What follows belongs to an exercise in optimizing a design on an open flow for small area, a short achievable clock period and few clock cycles per item; a production flow would make more cautious choices. The RTL was checked by simulation tests, not by an equivalence proof against the original design.

## tundra
==> module stateMatrix, before the edit <==
module stateMatrix (
    input  logic              clk,
    input  logic              load,
    input  logic [15:0][31:0] stateIn,
    output logic [15:0][31:0] work
);
    logic [3:0][31:0] pA1, cA1, a1;
    logic [3:0][31:0] pC1, cC1, c1, d1;
    logic [3:0][31:0] pA2, cA2, a2, b1;
    logic [3:0][31:0] pC2, cC2, c2, d2, b2;
    function automatic logic [31:0] rotl(logic [31:0] x, int unsigned n);
        rotl = (x << n) | (x >> (32 - n));
    endfunction
    function automatic logic [31:0] shift1(logic [31:0] c);
        shift1 = {c[30:0], 1'b0};
    endfunction
    for (genvar j = 0; j < 4; j++) begin : g_qr
        plainStep i_a1 (
            .x     (work[j]),
            .y     (work[4 + j]),
            .p     (pA1[j]),
            .carry (cA1[j])
        );
        assign a1[j] = pA1[j] ^ shift1(cA1[j]);
        fusedStep i_c1 (
            .x     (work[8 + j]),
            .f     (rotl(work[12 + j], 16) ^ rotl(pA1[j], 16)),
            .cr    (rotl(shift1(cA1[j]), 16)),
            .y     (d1[j]),
            .p     (pC1[j]),
            .carry (cC1[j])
        );
        assign c1[j] = pC1[j] ^ shift1(cC1[j]);
        fusedStep i_a2 (
            .x     (a1[j]),
            .f     (rotl(work[4 + j], 12) ^ rotl(pC1[j], 12)),
            .cr    (rotl(shift1(cC1[j]), 12)),
            .y     (b1[j]),
            .p     (pA2[j]),
            .carry (cA2[j])
        );
        assign a2[j] = pA2[j] ^ shift1(cA2[j]);
        fusedStep i_c2 (
            .x     (c1[j]),
            .f     (rotl(d1[j], 8) ^ rotl(pA2[j], 8)),
            .cr    (rotl(shift1(cA2[j]), 8)),
            .y     (d2[j]),
            .p     (pC2[j]),
            .carry (cC2[j])
        );
        assign c2[j] = pC2[j] ^ shift1(cC2[j]);
        assign b2[j] = rotl(b1[j] ^ c2[j], 7);
    end
    logic [3:0][31:0] eA, lA, eB, lB, eC, lC, eD, lD;
    logic [15:0][31:0] nextE;
    logic [15:0][31:0] nextL;
    for (genvar j = 0; j < 4; j++) begin : g_split
        assign eA[j] = pA2[j];
        assign lA[j] = shift1(cA2[j]);
        assign eB[j] = rotl(b1[j] ^ pC2[j], 7);
        assign lB[j] = rotl(shift1(cC2[j]), 7);
        assign eC[j] = pC2[j];
        assign lC[j] = shift1(cC2[j]);
        assign eD[j] = rotl(d1[j], 8) ^ rotl(pA2[j], 8);
        assign lD[j] = rotl(shift1(cA2[j]), 8);
    end
    for (genvar j = 0; j < 4; j++) begin : g_perm
        assign nextE[j]      = eA[(4 - j) % 4];
        assign nextL[j]      = lA[(4 - j) % 4];
        assign nextE[4 + j]  = eB[(5 - j) % 4];
        assign nextL[4 + j]  = lB[(5 - j) % 4];
        assign nextE[8 + j]  = eC[(6 - j) % 4];
        assign nextL[8 + j]  = lC[(6 - j) % 4];
        assign nextE[12 + j] = eD[(7 - j) % 4];
        assign nextL[12 + j] = lD[(7 - j) % 4];
    end
    always_ff @(posedge clk) begin
        work <= (load ? stateIn : nextE) ^ (nextL & {512{!load}});
    end
endmodule
==> flow/config.mk <==
export PLATFORM = sky130hd
export DESIGN_NAME = chachaBlock
export DESIGN_NICKNAME = chachaBlock
export VERILOG_FILES = /design/flow/design.v
export SDC_FILE = /design/flow/constraint.sdc
export NUM_CORES = 4
export LEC_CHECK = 0
export ABC_AREA = 1
export CAP_MARGIN = 20
export CORE_MARGIN = 2
export CORE_UTILIZATION = 55
export SETUP_SLACK_MARGIN = 4
export SLEW_MARGIN = 20
==> flow/constraint.sdc <==
create_clock -name core_clock -period 10.0 [get_ports {clk}]
set_input_delay 2.0000 -clock core_clock [delete_from_list [all_inputs] [get_ports {clk}]]
set_output_delay 2.0000 -clock core_clock [all_outputs]
set_load 0.01 [all_outputs]
standard.sh (not shown) runs the stock make flow with config.mk's settings and CLKGATE_MAP_FILE= SYNTH_SCRIPT=/design/flow/synth_recipe.tcl, a recipe that flattens the netlist after the stock synthesis.
==> flow/flow/run.sh <==
#!/bin/bash
# Layout flow: the standard ORFS flow (standard.sh) from synthesis to the
# final layout, with two changes:
#  - synthesis: ADDER_MAP_FILE is left empty, so Yosys does not extract full
#    and half adders into fa/ha cells before ABC and ABC maps the adders'
#    logic itself (registers, their names and cell types are unchanged);
#  - placement: every input and output port still gets its own buffer, but a
#    sky130_fd_sc_hd__buf_1 rather than the default cell.
# make's full output goes to flow_make.log here; ORFS's per-step logs stay
# under orfs/logs.
set -euo pipefail
cd "$(dirname "$0")/.."
bash standard.sh ADDER_MAP_FILE= \
    "BUFFER_PORTS_ARGS=-buffer_cell sky130_fd_sc_hd__buf_1" finish > flow_make.log 2>&1
Testbench counts of tundra, summed over its fixed seeds: cycles 1,416, blocks 64.
diff inputs: tundra => raven
diff --git a/flow/design.v b/flow/design.v
--- a/flow/design.v
+++ b/flow/design.v
@@ -309,10 +309,11 @@
 );
     logic [3:0][31:0] pA1, cA1, a1;
     logic [3:0][31:0] pC1, cC1, c1, d1;
     logic [3:0][31:0] pA2, cA2, a2, b1;
     logic [3:0][31:0] pC2, cC2, c2, d2, b2;
+    logic [15:0][31:0] next;
     function automatic logic [31:0] rotl(logic [31:0] x, int unsigned n);
         rotl = (x << n) | (x >> (32 - n));
     endfunction
     function automatic logic [31:0] shift1(logic [31:0] c);
         shift1 = {c[30:0], 1'b0};
@@ -352,35 +353,22 @@
             .carry (cC2[j])
         );
         assign c2[j] = pC2[j] ^ shift1(cC2[j]);
         assign b2[j] = rotl(b1[j] ^ c2[j], 7);
     end
-    logic [3:0][31:0] eA, lA, eB, lB, eC, lC, eD, lD;
-    logic [15:0][31:0] nextE;
-    logic [15:0][31:0] nextL;
-    for (genvar j = 0; j < 4; j++) begin : g_split
-        assign eA[j] = pA2[j];
-        assign lA[j] = shift1(cA2[j]);
-        assign eB[j] = rotl(b1[j] ^ pC2[j], 7);
-        assign lB[j] = rotl(shift1(cC2[j]), 7);
-        assign eC[j] = pC2[j];
-        assign lC[j] = shift1(cC2[j]);
-        assign eD[j] = rotl(d1[j], 8) ^ rotl(pA2[j], 8);
-        assign lD[j] = rotl(shift1(cA2[j]), 8);
-    end
     for (genvar j = 0; j < 4; j++) begin : g_perm
-        assign nextE[j]      = eA[(4 - j) % 4];
-        assign nextL[j]      = lA[(4 - j) % 4];
-        assign nextE[4 + j]  = eB[(5 - j) % 4];
-        assign nextL[4 + j]  = lB[(5 - j) % 4];
-        assign nextE[8 + j]  = eC[(6 - j) % 4];
-        assign nextL[8 + j]  = lC[(6 - j) % 4];
-        assign nextE[12 + j] = eD[(7 - j) % 4];
-        assign nextL[12 + j] = lD[(7 - j) % 4];
+        assign next[j]      = a2[(4 - j) % 4];
+        assign next[4 + j]  = b2[(5 - j) % 4];
+        assign next[8 + j]  = c2[(6 - j) % 4];
+        assign next[12 + j] = d2[(7 - j) % 4];
     end
     always_ff @(posedge clk) begin
-        work <= (load ? stateIn : nextE) ^ (nextL & {512{!load}});
+        if (load) begin
+            work <= stateIn;
+        end else begin
+            work <= next;
+        end
     end
 endmodule
 `timescale 1ns/1ps
 module chachaBlock (
     input  logic         clk,
==> results.txt <==
Row count (higher): tundra
NOTE non-clock buffer count tundra->raven increased by more than a quarter
In the metrics for raven and tundra, the one carrying the lower met2 wire length is tundra.
Testbench counts of raven, summed over its fixed seeds: cycles 1,416, blocks 64.

[what the ideal ports hide]
Ports are ideal in the flow. The routed layouts listed here were re-timed in OpenROAD.
Step 1 assumes that a clkbuf_16 drives the clock port and a buf_2 every other input.
Step 2 times the ports against the registers' clock, not the clock port: input delays grow and output delays shrink by t, the midpoint of the rising clock arrivals with the driver on.
Three values: no drivers, after step 1, after step 2; two values: the first two.
| run | t, ns | setup WS [ns] | worst register clock-pin slew, ns |
|---|---|---|---|
| tundra | 0.972 | 3.988 / 3.988 / 3.988 | 0.08 / 0.08 |
| raven | 0.968 | 3.426 / 3.426 / 3.381 | 0.08 / 0.08 |
After both steps setup and hold are still met in every run listed. For raven, which loses most, drivers alone change the setup slack by 0.000 ns; drivers and shift together by -0.045 ns.
